From an optimization exercise on the open Yosys and OpenROAD flow, aimed at small area, a short achievable clock period and few clock cycles; shortcuts taken in it are not production practice. Only simulation tests tie the RTL to the original design; equivalence was not proved. Power and IR drop assume default switching activity.

[flow/run.sh]
#!/bin/bash
# synth_recipe.tcl (not shown) runs the flow's synth.tcl, then flattens the netlist and writes it again
# the make line also repeats each setting of config.mk as NAME=value (left out here)
make -C /OpenROAD-flow-scripts/flow DESIGN_CONFIG=/design/flow/config.mk WORK_HOME=/design/flow/orfs CLKGATE_MAP_FILE= SYNTH_SCRIPT=/design/flow/synth_recipe.tcl finish
[flow/config.mk]
export PLATFORM = sky130hd
export DESIGN_NAME = indel_edit_distance_traceback
export DESIGN_NICKNAME = indel_edit_distance_traceback
export VERILOG_FILES = /design/flow/design.v
export SDC_FILE = /design/flow/constraint.sdc
export NUM_CORES = 4
export LEC_CHECK = 0
export ABC_CLOCK_PERIOD_IN_PS = 2500
export CAP_MARGIN = 20
export CORE_MARGIN = 2
export CORE_UTILIZATION = 40
export SETUP_SLACK_MARGIN = 4.0
export SLEW_MARGIN = 20
[flow/constraint.sdc]
create_clock -name core_clock -period 7.0 [get_ports {clk}]
set_input_delay 1.4000 -clock core_clock [delete_from_list [all_inputs] [get_ports {clk}]]
set_output_delay 1.4000 -clock core_clock [all_outputs]
set_load 0.01 [all_outputs]
[flow/design.v]
package edt_pkg;
  localparam int MAX_LEN_DEF = 16;
  localparam logic REG_BASE_LEN   = 1'b0;
  localparam logic REG_TARGET_LEN = 1'b1;
  localparam logic [1:0] KIND_MATCH  = 2'd0;
  localparam logic [1:0] KIND_INSERT = 2'd1;
  localparam logic [1:0] KIND_REMOVE = 2'd2;
  typedef enum logic [1:0] {
    FS_IDLE,
    FS_RUN,
    FS_DONE
  } fstate_t;
endpackage
module edt_cell #(
  parameter int MAX_LEN = edt_pkg::MAX_LEN_DEF
) (
  input  logic [MAX_LEN-1:0] v_in,
  input  logic [MAX_LEN-1:0] m,
  output logic [MAX_LEN-1:0] v_out,
  output logic               lcs_inc
);
  logic [MAX_LEN:0] sum;
  assign sum     = {1'b0, v_in} + {1'b0, v_in & m};
  assign v_out   = sum[MAX_LEN-1:0] | (v_in & ~m);
  assign lcs_inc = sum[MAX_LEN];
endmodule
module indel_edit_distance_traceback #(
  parameter int MAX_LEN = edt_pkg::MAX_LEN_DEF
) (
  input  logic         clk,
  input  logic         rst,
  input  logic         cfg_we,
  input  logic         cfg_index,
  input  logic [4:0]   cfg_data,
  input  logic         load_valid,
  output logic         load_ready,
  input  logic [3:0]   load_position,
  input  logic [7:0]   load_base_symbol,
  input  logic [7:0]   load_target_symbol,
  input  logic         load_last_load,
  output logic         result_valid,
  input  logic         result_ready,
  output logic [1:0]   result_op_kind,
  output logic [7:0]   result_op_symbol,
  output logic signed [4:0] result_base_index,
  output logic [5:0]   result_distance,
  output logic         result_last_op
);
  logic [4:0] base_length, target_length;
  logic [4:0] blen_eff, tlen_eff;
  assign blen_eff = (base_length > 5'd16) ? 5'd16 : base_length;
  assign tlen_eff = (target_length > 5'd16) ? 5'd16 : target_length;
  always_ff @(posedge clk) begin
    if (rst) begin
      base_length   <= 5'd15;
      target_length <= 5'd15;
    end else if (cfg_we) begin
      if (cfg_index == edt_pkg::REG_TARGET_LEN) target_length <= cfg_data;
      else base_length <= cfg_data;
    end
  end
  logic             ready_q;
  logic [15:0][7:0] bstore, tstore;
  logic             ps_v;            
  logic [4:0]       ps_b, ps_t;
  logic             wb_v;            
  logic [3:0]       wb_p;
  logic [7:0]       wb_t;
  logic             f_busy, f_mv;
  logic [4:0]       f_b, f_t, f_r;
  logic [3:0]       f_rp;
  logic [15:0]      f_v, f_mq;
  logic [7:0]       f_sq;
  logic [5:0]       f_d;
  logic             f_par;
  logic [15:0][7:0] f_base;
  logic [15:0][15:0] ring_v;
  logic [15:0][7:0]  ring_t;
  logic             t_act;
  logic [4:0]       t_x, t_y;
  logic [15:0]      t_soh, t_yoh;    
  logic             t_par;
  logic [5:0]       t_dist;
  logic [15:0][7:0] t_base;
  logic       load_fire, start, ld_tw, ld_unsafe, wb_unsafe, tw_en;
  logic [3:0] tw_p;
  logic [7:0] tw_d;
  assign load_ready = ready_q;
  assign load_fire  = load_valid && ready_q;
  assign start      = load_fire && load_last_load;
  assign ld_tw      = {1'b0, load_position} < tlen_eff;
  assign ld_unsafe  = f_busy && ({1'b0, load_position} < f_t) && ({1'b0, load_position} >= f_r);
  assign wb_unsafe  = f_busy && ({1'b0, wb_p} < f_t) && ({1'b0, wb_p} >= f_r);
  assign tw_en = wb_v ? !wb_unsafe : (load_fire && ld_tw && !ld_unsafe);
  assign tw_p  = wb_v ? wb_p : load_position;
  assign tw_d  = wb_v ? wb_t : load_target_symbol;
  always_ff @(posedge clk) begin
    for (int i = 0; i < 16; i++) begin
      if (load_fire && ({1'b0, load_position} < blen_eff) && (load_position == 4'(i))) begin
        bstore[i] <= load_base_symbol;
      end
      if (tw_en && (tw_p == 4'(i))) begin
        tstore[i] <= tw_d;
      end
    end
    if (load_fire) begin
      wb_p <= load_position;
      wb_t <= load_target_symbol;
    end
    if (start) begin
      ps_b <= blen_eff;
      ps_t <= tlen_eff;
    end
  end
  logic [15:0] f_m, f_vn;
  logic [7:0]  f_sym;
  logic        f_inc, f_more, ring_ok, f_step, m_load, f_start, xfer, tr_free;
  logic [3:0]  f_slot;
  assign f_sym = tstore[f_rp];
  always_comb begin
    for (int i = 0; i < 16; i++) f_m[i] = (5'(i) < f_b) && (f_base[i] == f_sym);
  end
  edt_cell #(.MAX_LEN(16)) u_row (
    .v_in   (f_v),
    .m      (f_mq),
    .v_out  (f_vn),
    .lcs_inc(f_inc)
  );
  assign f_more  = (f_r != f_t);
  assign ring_ok = !t_act || ((6'(f_r) + 6'(t_x)) <= 6'd15);
  assign f_step  = f_busy && f_mv && f_more && ring_ok;
  assign m_load  = f_busy && (!f_mv || f_step);
  assign f_slot  = f_r[3:0] ^ {4{f_par}};
  assign xfer    = f_busy && !f_more && tr_free;
  assign f_start = ps_v && (!f_busy || xfer);
  always_ff @(posedge clk) begin
    if (rst) begin
      f_busy <= 1'b0;
      ps_v   <= 1'b0;
      wb_v   <= 1'b0;
    end else begin
      if (f_start) f_busy <= 1'b1;
      else if (xfer) f_busy <= 1'b0;
      if (start) ps_v <= 1'b1;
      else if (f_start) ps_v <= 1'b0;
      if (wb_v) begin
        if (!wb_unsafe) wb_v <= 1'b0;
      end else if (load_fire && ld_tw && ld_unsafe) begin
        wb_v <= 1'b1;
      end
    end
  end
  always_ff @(posedge clk) begin
    if (rst) begin
      ready_q <= 1'b1;
    end else begin
      ready_q <= !((wb_v && wb_unsafe) || (!wb_v && load_fire && ld_tw && ld_unsafe) ||
                   start || (ps_v && !f_start));
    end
  end
  always_ff @(posedge clk) begin
    if (f_start) begin
      f_b    <= ps_b;
      f_t    <= ps_t;
      f_r    <= '0;
      f_rp   <= '0;
      f_mv   <= 1'b0;
      f_v    <= '1;
      f_d    <= 6'(ps_b);
      f_par  <= ~f_par;
      f_base <= bstore;
    end else begin
      if (m_load) begin
        f_mq <= f_m;
        f_sq <= f_sym;
        f_rp <= f_rp + 4'd1;
        f_mv <= 1'b1;
      end
      if (f_step) begin
        f_r <= f_r + 5'd1;
        f_v <= f_vn;
        f_d <= f_inc ? (f_d - 6'd1) : (f_d + 6'd1);
      end
    end
    for (int i = 0; i < 16; i++) begin
      if (f_step && (f_slot == 4'(i))) begin
        ring_v[i] <= f_vn;
        ring_t[i] <= f_sq;
      end
    end
  end
  logic [15:0] t_row;
  logic [7:0]  t_tsym, t_bsym, sym;
  logic        t_hb, eq, xz, yz, x1, y1, dx, dy, emit_fire, t_last;
  logic [1:0]  kind;
  always_comb begin
    t_row  = '0;
    t_tsym = '0;
    t_bsym = '0;
    for (int i = 0; i < 16; i++) begin
      t_row  = t_row  | (ring_v[i] & {16{t_soh[i]}});
      t_tsym = t_tsym | (ring_t[i] & {8{t_soh[i]}});
      t_bsym = t_bsym | (t_base[i] & {8{t_yoh[i]}});
    end
  end
  assign t_hb = |(t_row & t_yoh);
  assign eq   = (t_tsym == t_bsym);
  assign xz   = (t_x == 5'd0);
  assign yz   = (t_y == 5'd0);
  assign x1   = (t_x == 5'd1);
  assign y1   = (t_y == 5'd1);
  always_comb begin
    dx   = 1'b0;
    dy   = 1'b0;
    kind = edt_pkg::KIND_REMOVE;
    sym  = t_tsym;
    if (yz) begin
      dx = 1'b1;
    end else if (xz) begin
      kind = edt_pkg::KIND_INSERT;
      sym  = t_bsym;
      dy   = 1'b1;
    end else if (eq) begin
      kind = edt_pkg::KIND_MATCH;
      dx   = 1'b1;
      dy   = 1'b1;
    end else if (t_hb) begin
      kind = edt_pkg::KIND_INSERT;
      sym  = t_bsym;
      dy   = 1'b1;
    end else begin
      dx = 1'b1;
    end
  end
  assign t_last    = (yz && x1) || (xz && y1) || (!xz && !yz && eq && x1 && y1);
  assign emit_fire = t_act && (!result_valid || result_ready);
  assign tr_free   = !t_act || (emit_fire && t_last);
  always_ff @(posedge clk) begin
    if (rst) begin
      t_act <= 1'b0;
    end else if (xfer) begin
      t_act <= (f_b != '0) || (f_t != '0);
    end else if (emit_fire && t_last) begin
      t_act <= 1'b0;
    end
  end
  always_ff @(posedge clk) begin
    if (xfer) begin
      t_x    <= f_t;
      t_y    <= f_b;
      t_par  <= f_par;
      t_dist <= f_d;
      t_base <= f_base;
      for (int i = 0; i < 16; i++) begin
        t_soh[i] <= (((f_t[3:0] - 4'd1) ^ {4{f_par}}) == 4'(i));
        t_yoh[i] <= ((f_b[3:0] - 4'd1) == 4'(i));
      end
    end else if (emit_fire) begin
      if (dx) begin
        t_x   <= t_x - 5'd1;
        t_soh <= t_par ? {t_soh[14:0], t_soh[15]} : {t_soh[0], t_soh[15:1]};
      end
      if (dy) begin
        t_y   <= t_y - 5'd1;
        t_yoh <= {1'b0, t_yoh[15:1]};
      end
    end
  end
  always_ff @(posedge clk) begin
    if (rst) begin
      result_valid <= 1'b0;
    end else if (emit_fire) begin
      result_valid <= 1'b1;
    end else if (result_ready) begin
      result_valid <= 1'b0;
    end
  end
  always_ff @(posedge clk) begin
    if (emit_fire) begin
      result_op_kind    <= kind;
      result_op_symbol  <= sym;
      result_base_index <= t_y - 5'd1;
      result_distance   <= t_dist;
      result_last_op    <= t_last;
    end
  end
endmodule
==> impl_metrics.toml, run 1 <==
[timing]
finalSetupViolations = 0
drv_slew = 0
slew-limit-headroom = 0.0282
tightestPinTransition_ns = 1.44
hold_ws_ns = 0.398
clock.fmax_mhz = 271
finClkSkew_ns = 0.0344
fin_ws_ns = 3.31
fin_crit_ns = 3.69
rsz0062_at_grt = "yes"
hold_viol = 0
tns_ns = 0
period_share = 0.527

[worst_hold_path]
whs_endpoint = "f_base[110]"
hp-start = "bstore[110]"
hold_path.class = "reg -> reg"
min_path_cells = 0

[power]
power_frac_comb = 0.183
p_int_mw = 12.0
switchingPower_mw = 4.13
pwr-share-seq = 0.454
powerDensity_mw_per_mm2 = 294
p_leak_nw = 18.5
ir_drop_v = 0.000260
switching_share = 0.256
pwr-share-clk = 0.363

[logic_synthesis]
async_flop_share = 0
syn_nets = 2471
synth_warnings = 1
syn_area_per_cell_sq_um = 17.3
synth_ff_type = "edfxtp_1"
synthTopCellsByArea = "edfxtp_1, mux4_2, xnor2_1, dfxtp_1, a221oi_1"
synth_seq_cells = 1072
synthCells = 2400
synth-edff-count = 1029
ys_seq_area_frac = 0.767
syn_area_sq_mm = 0.0414
synth_cell_types = 65
synth_top_area_share = 0.746
synth_area_leader_cell = "edfxtp_1"

[global_routing]
grt-ovfl-total = 0
grt_pass1_vias = 25000
antenna_found_initial = 4
grt_start_max_net_pins = 42
track_usage = 0.233
grt_first_pass_wirelength_um = 178000

[drt]
vias = 25600
drc_errors = 0
wire_per_inst_um = 29.7
routed_wirelength_um = 130000
postRouteAntennaNets = 0
drt_pass1_iterations = 5
via_per_inst = 5.87
drt_iter0_markers = 3071

[place]
dpl.hpwl_um = 71000
io_buffers = 55
placed_cells_incl_taps = 3758
place_ws_ns = 1.79
place_congestion = 0.887

[clocking]
clk_pin_slew_ns = 0.06
cts_hold_buf = 0
cts_buffers = 107
cts_tree = "yes"
clock-sinks = 1072
htreeDepth = 3
cts-root-buf = "clkbuf_16"
clockBufferDepth = 3
clk_latency_ns = 0.71

[layout]
fin_nets = 2966
instances_no_fill = 4365
regArea_sq_mm = 0.0318
drive_gt1_frac = 0.322
area_delta_synth_final_pct = 32.7
multi_input_area_sq_mm = 0.0111
fillers = 7927
layout_commonest_cell = "edfxtp_1"
postLayoutCoreUtil = 0.533
final_cell_mix = "edfxtp_1, buf_4, clkbuf_16"
n_antenna_cell = 0

[worst_setup_path]
path_max_fanout = 17
endpoint_kind = "flop"
worst_r2r_startpoint = "t_soh[10]"
critPathKind = "reg -> reg"
timing.rr.end = "t_base[21]"
cpMostUsedCell = "buf_12"
critical-path-max-stage-delay_ns = 0.60
start_kind = "flop"
r2r_slack_ns = 3.31
required_ns = 7.41
crit_chain = "buf_4 > a22o_1 > a221oi_1 > nand3_1 > nor2_2 > xor2_1 > or4_4 > o21a_4 > inv_8 > buf_12 > buf_8 > buf_12 > buf_12 > buf_12 > buf_16"
crit_arrival_ns = 4.10
ff2ff_path_depth = 15
worst_path_max_delay_cell = "or4_4"

[floorplan]
die_h_um = 326
die_w_um = 326
initial_core_util = 0.402
ios = 56
die_area_sq_mm = 0.106
core_sq_mm = 0.103
rows = 118

[outcome]
status = "finished clean"

[job]
maxCapViolations = 0
-- power by group through the flow --
stage	clock network, mW	registers (mW)	logic (mW)
after detailed placement	0	7.50	1.73
after global placement	0	7.49	1.69
after floorplan	0	7.40	1.25
final	5.86	7.34	2.95
after global routing	6.17	7.35	3.07
after CTS	5.92	7.34	2.34
-- cell type report --
class                      count  share of cell area
sequential                  1072               0.578
tap                         1380              0.0314
clock buffer                 130              0.0507
timing repair inverter         6             0.00184
multi-input combinational   1172               0.202
inverter                      46             0.00412
clock inverter                69              0.0147
timing repair buffer         490               0.117
-- metal layers --
metal  vias to the layer above  global-route usage  wire length, um
met5                         -                   0               20
met4                         2              0.0981             6760
met1                     13300               0.298            48700
met2                      1383               0.388            62800
met3                       321              0.0465            11300
li1                      10600                   -                -
-- worst max-delay path: cells and delay by family, from the launching register on --
kind | cells | cell delay, ns
simple gates | 3 | 1.05
buf+inv | 8 | 1.04
compound gates | 3 | 0.73
flops | 1 | 0.43
xor+xnor | 1 | 0.14
-- Yosys cell counts, drive strengths merged, types with 3 or more instances --
cell and number:
nand3 54, a2111oi 5, mux4 40, xnor2 102
a221oi 96, ha 37, o211ai 4, o22ai 4
inv 46, nor2 93, clkbuf 38, or3 7
o21ai 64, a22oi 85, dfxtp 43, and4 12
o41ai 6, a21oi 38, a21o 15, mux2 12
and3 9, a211oi 3, nor4 15, or2 5
buf 93, a22o 96, o21a 4, nand2 87
nand4 38, xor2 57, o31ai 14, nor3 36
a211o 9, nand2b 21, and2 5, edfxtp 1029
mux2i 38, a31oi 5, nor2b 15
-- logic make-up (layout without fill, tap and decap cells) --
group                    after synthesis  count (layout)  synth area share
flip-flops                          1072            1072             0.767
XOR/XNOR                             159             159            0.0336
AO/OA/AOI/OAI                        462             470            0.0844
adder cells (fa/ha/maj)               39              39            0.0121
multiplexers                          90              90            0.0344
AND/OR/NAND/NOR                      401             414            0.0484
buffers and inverters                177             741            0.0203
-- registers in the layout, indices dropped and copies added, names as in the netlist, 8 cells and up --
signal	count
ring_v	256
bstore	128
f_base	128
ring_t	128
t_base	128
tstore	128
f_mq	16
f_v	16
t_soh	16
t_yoh	16
f_sq	8
result_op_symbol	8
wb_t	8
-- metrics by stage --
stage / total power, mW / instance area (sq um)
2_1_floorplan: 8.65 / 42100
3_3_place_gp: 9.18 / 44000
3_5_place_dp: 9.22 / 44100
4_1_cts: 15.6 / 52500
5_1_grt: 16.6 / 55000
6_report: 16.1 / 55000
-- how the worst max path moves through the flow --
| stage | from | endpoint | slack (ns) |
|---|---|---|---|
| global placement | t_yoh[4] | f_base[76] | 1.84 |
| CTS | t_yoh[0] | t_base[17] | 3.28 |
| finish | t_soh[10] | t_base[21] | 3.31 |
| global route | t_yoh[0] | t_dist[1] | 3.29 |
| floorplan | load_position[0] | tstore[120] | 3.65 |
| detailed placement | t_yoh[4] | f_base[78] | 1.79 |
-- what timing repair did --
item / 4_1_cts / 5_1_grt
hold endpoints to repair: 0 / 0
gates resized for setup: 383 / 208
setup endpoints to repair: 1136 / 791
gates cloned: 60 / 19
pin swaps: 78 / 90
buffers inserted: 210 / 119
Testbench counts, summed over its fixed seeds: cycles 24,571.
==> inputs of run 2 (changes only) <==
--- a/flow/config.mk
+++ b/flow/config.mk
@@ -5,9 +5,7 @@
 export SDC_FILE = /design/flow/constraint.sdc
 export NUM_CORES = 4
 export LEC_CHECK = 0
-export ABC_CLOCK_PERIOD_IN_PS = 2500
 export CAP_MARGIN = 20
 export CORE_MARGIN = 2
 export CORE_UTILIZATION = 40
-export SETUP_SLACK_MARGIN = 4.0
 export SLEW_MARGIN = 20
==> run 2 against run 1 <==
Hold slack improved by 0.0049 ns. Routed wire length down 14%. Global-route usage down 2.7 points. Area after synthesis unchanged. Clock power down 6.5%. First-iteration DRC count down 10%. Combinational power down 46%. Flip-flop and latch count unchanged. Sequential share of layout area rose by 9.8 points. Highest routed layer unchanged.
==> impl_metrics.toml, run 2 <==
[worst_setup_path]
crit_arrival_ns = 5.36
start_kind = "flop"
required_ns = 7.32
critPathKind = "reg -> reg"
path_max_fanout = 89
endpoint_kind = "flop"

[drt]
routed_wirelength_um = 111000
drt_iter0_markers = 2762
vias = 22700
wire_per_inst_um = 28.0
via_per_inst = 5.74
drt_pass1_iterations = 6
drc_errors = 0
postRouteAntennaNets = 0

[timing]
tns_ns = 0
fin_ws_ns = 1.96
hold_viol = 0
finClkSkew_ns = 0.0311
slew-limit-headroom = 0.219
rsz0062_at_grt = "no"
tightestPinTransition_ns = 1.17
fin_crit_ns = 5.04
clock.fmax_mhz = 198
drv_slew = 0
period_share = 0.721
finalSetupViolations = 0

[clocking]
cts_tree = "yes"
clock-sinks = 1072
post_cts_buffers = 0
clk_pin_slew_ns = 0.06
htreeDepth = 3
cts_resized = 0
clk_latency_ns = 0.68
cts_hold_buf = 0
cts-root-buf = "clkbuf_16"
clockBufferDepth = 3
cts_buffers = 104

[global_routing]
grt-ovfl-total = 0
grt_first_pass_wirelength_um = 159000
antenna_found_initial = 3
grt_pass1_vias = 22300
grt_start_max_net_pins = 90
track_usage = 0.206

[logic_synthesis]
synth_cell_types = 65
async_flop_share = 0
syn_area_sq_mm = 0.0414
synth_area_leader_cell = "edfxtp_1"
synth-edff-count = 1029
synth_top_area_share = 0.746
synth_ff_type = "edfxtp_1"
ys_seq_area_frac = 0.767
syn_area_per_cell_sq_um = 17.3
synthTopCellsByArea = "edfxtp_1, mux4_2, xnor2_1, dfxtp_1, a221oi_1"
synthCells = 2400
synth_seq_cells = 1072
syn_nets = 2471
yosysMostFrequentCell = "edfxtp_1"
synth_warnings = 1
synth.top_cells.by_count = "edfxtp_1, xnor2_1, a221oi_1, a22o_1, nor2_1"

[layout]
instances_no_fill = 3954
area_delta_synth_final_pct = 13.5
layout_commonest_cell = "edfxtp_1"
drive_gt1_frac = 0.118
top_register = "ring_v"
final_cell_mix = "edfxtp_1, clkbuf_16, xnor2_1"
fin_nets = 2562
n_antenna_cell = 0
fin_area_sq_mm = 0.0470
largest_register_ffs = 256

[power]
ir_drop_v = 0.000231
total_power_mw = 14.5
powerDensity_mw_per_mm2 = 308
p_leak_nw = 15.1

[worst_hold_path]
hold_path.class = "reg -> reg"

[floorplan]
initial_core_util = 0.402
die_h_um = 326
die_w_um = 326
core_sq_mm = 0.103
die_area_sq_mm = 0.106
ios = 56
rows = 118

[place]
place_congestion = 0.927
io_buffers = 55
place_ws_ns = 1.94
placed_cell_area_sq_mm = 0.0436
dpl.hpwl_um = 70400
placed_cells_incl_taps = 3763

[job]
maxCapViolations = 0

[outcome]
status = "finished clean"
## run 2: cell count changes in the layout (fill, tap and decap cells not counted), sizes merged, moves of 3 or more
cell and change:
clkinv -5, and2 -3, nor2 -10, o21ai -4
inv -9, bufinv -7, dlygate4sd2 -23, clkinvlp -3
clkbuf -7, buf -361, clkdlybuf4s50 +25, o21a -3
## run 2: final timing paths
check        slack, ns  cells past startpoint   startpoint          end
max               1.96                     12     t_soh[2]   f_base[92]
min               0.40                      0  bstore[103]  f_base[103]
max reg2reg       1.96                     12     t_soh[2]   f_base[92]
min reg2reg       0.40                      0  bstore[103]  f_base[103]
## run 2: kinds of logic (layout without fill, tap and decap cells)
| group | Yosys count | after routing | synth area share |
|---|---|---|---|
| AO/OA/AOI/OAI | 462 | 462 | 0.0844 |
| XOR/XNOR | 159 | 159 | 0.0336 |
| adder cells (fa/ha/maj) | 39 | 39 | 0.0121 |
| buffers and inverters | 177 | 351 | 0.0203 |
| flip-flops | 1072 | 1072 | 0.767 |
| multiplexers | 90 | 90 | 0.0344 |
| AND/OR/NAND/NOR | 401 | 401 | 0.0484 |
## run 2: cell type report
class                   count  area, sq um
inverters                  46          183
multi-input cells        1151         8960
fillers                  8794        56100
repair buffers            116         1030
well taps                1380         1730
clock inverters            51          505
flip-flops and latches   1072        31800
clock buffers             138         2830
## run 2: per-stage QoR
step,utilization,hold slack (ns)
final,0.456,0.403
after floorplan,-,0.400
after detailed placement,0.423,0.405
after global placement,0.423,0.400
after CTS,0.455,0.406
after global routing,0.456,0.419
## run 2: power by group
| part | internal [mW] | switching [mW] |
|---|---|---|
| registers | 7.21 | 0.182 |
| logic | 0.635 | 0.968 |
| clock network | 3.14 | 2.34 |
| total | 11.0 | 3.49 |
## run 2: metal layers
layer | up-vias | track usage | share of wire
met1 | 11600 | 0.275 | 0.40
met3 | 232 | 0.0295 | 0.073
met2 | 1101 | 0.350 | 0.49
li1 | 9747 | - | -
met5 | - | 0 | 0.00016
met4 | 2 | 0.0654 | 0.032
## run 2: worst max-delay path: stages (launching register included)
cell	delay, ns
edfxtp_1	0.36
buf_4	0.30
a22o_1	0.27
a221oi_1	0.30
and4_4	0.35
xnor2_1	0.14
nand4_1	0.11
or4_4	0.61
o21a_1	0.27
inv_6	0.43
o21ai_4	0.32
inv_6	0.63
buf_12	0.38

## separate check: timing with driven ports
The flow's constraints put no driver on any port. The routed layouts listed below were extracted and timed again, unchanged, in two steps.
Step 1, drivers: a clkbuf_16 drives clk and a buf_2 each remaining input, both assumed.
Step 2 adds t to the input delays and takes it off the output delays; t is the mean of the earliest and latest rising clock arrival at the registers after step 1. Input paths then give back, and output paths get back, about the clock's delay inside the block.
Three values: ideal ports, drivers, drivers and shift; two values: the first two.
| run | shift t [ns] | setup slack, ns | slew at the worst register clock pin (ns) | cell pins on the clock port's net |
|---|---|---|---|---|
| run 1 | 0.772 | 3.308 / 3.308 / 3.136 | 0.07 / 0.07 | 1 |
| run 2 | 0.730 | 1.955 / 1.955 / 1.955 | 0.06 / 0.06 | 1 |
After both steps setup and hold are still met in every run listed. The setup slack of run 1, which loses most, moves by 0.000 ns with the drivers and by -0.172 ns with both steps.
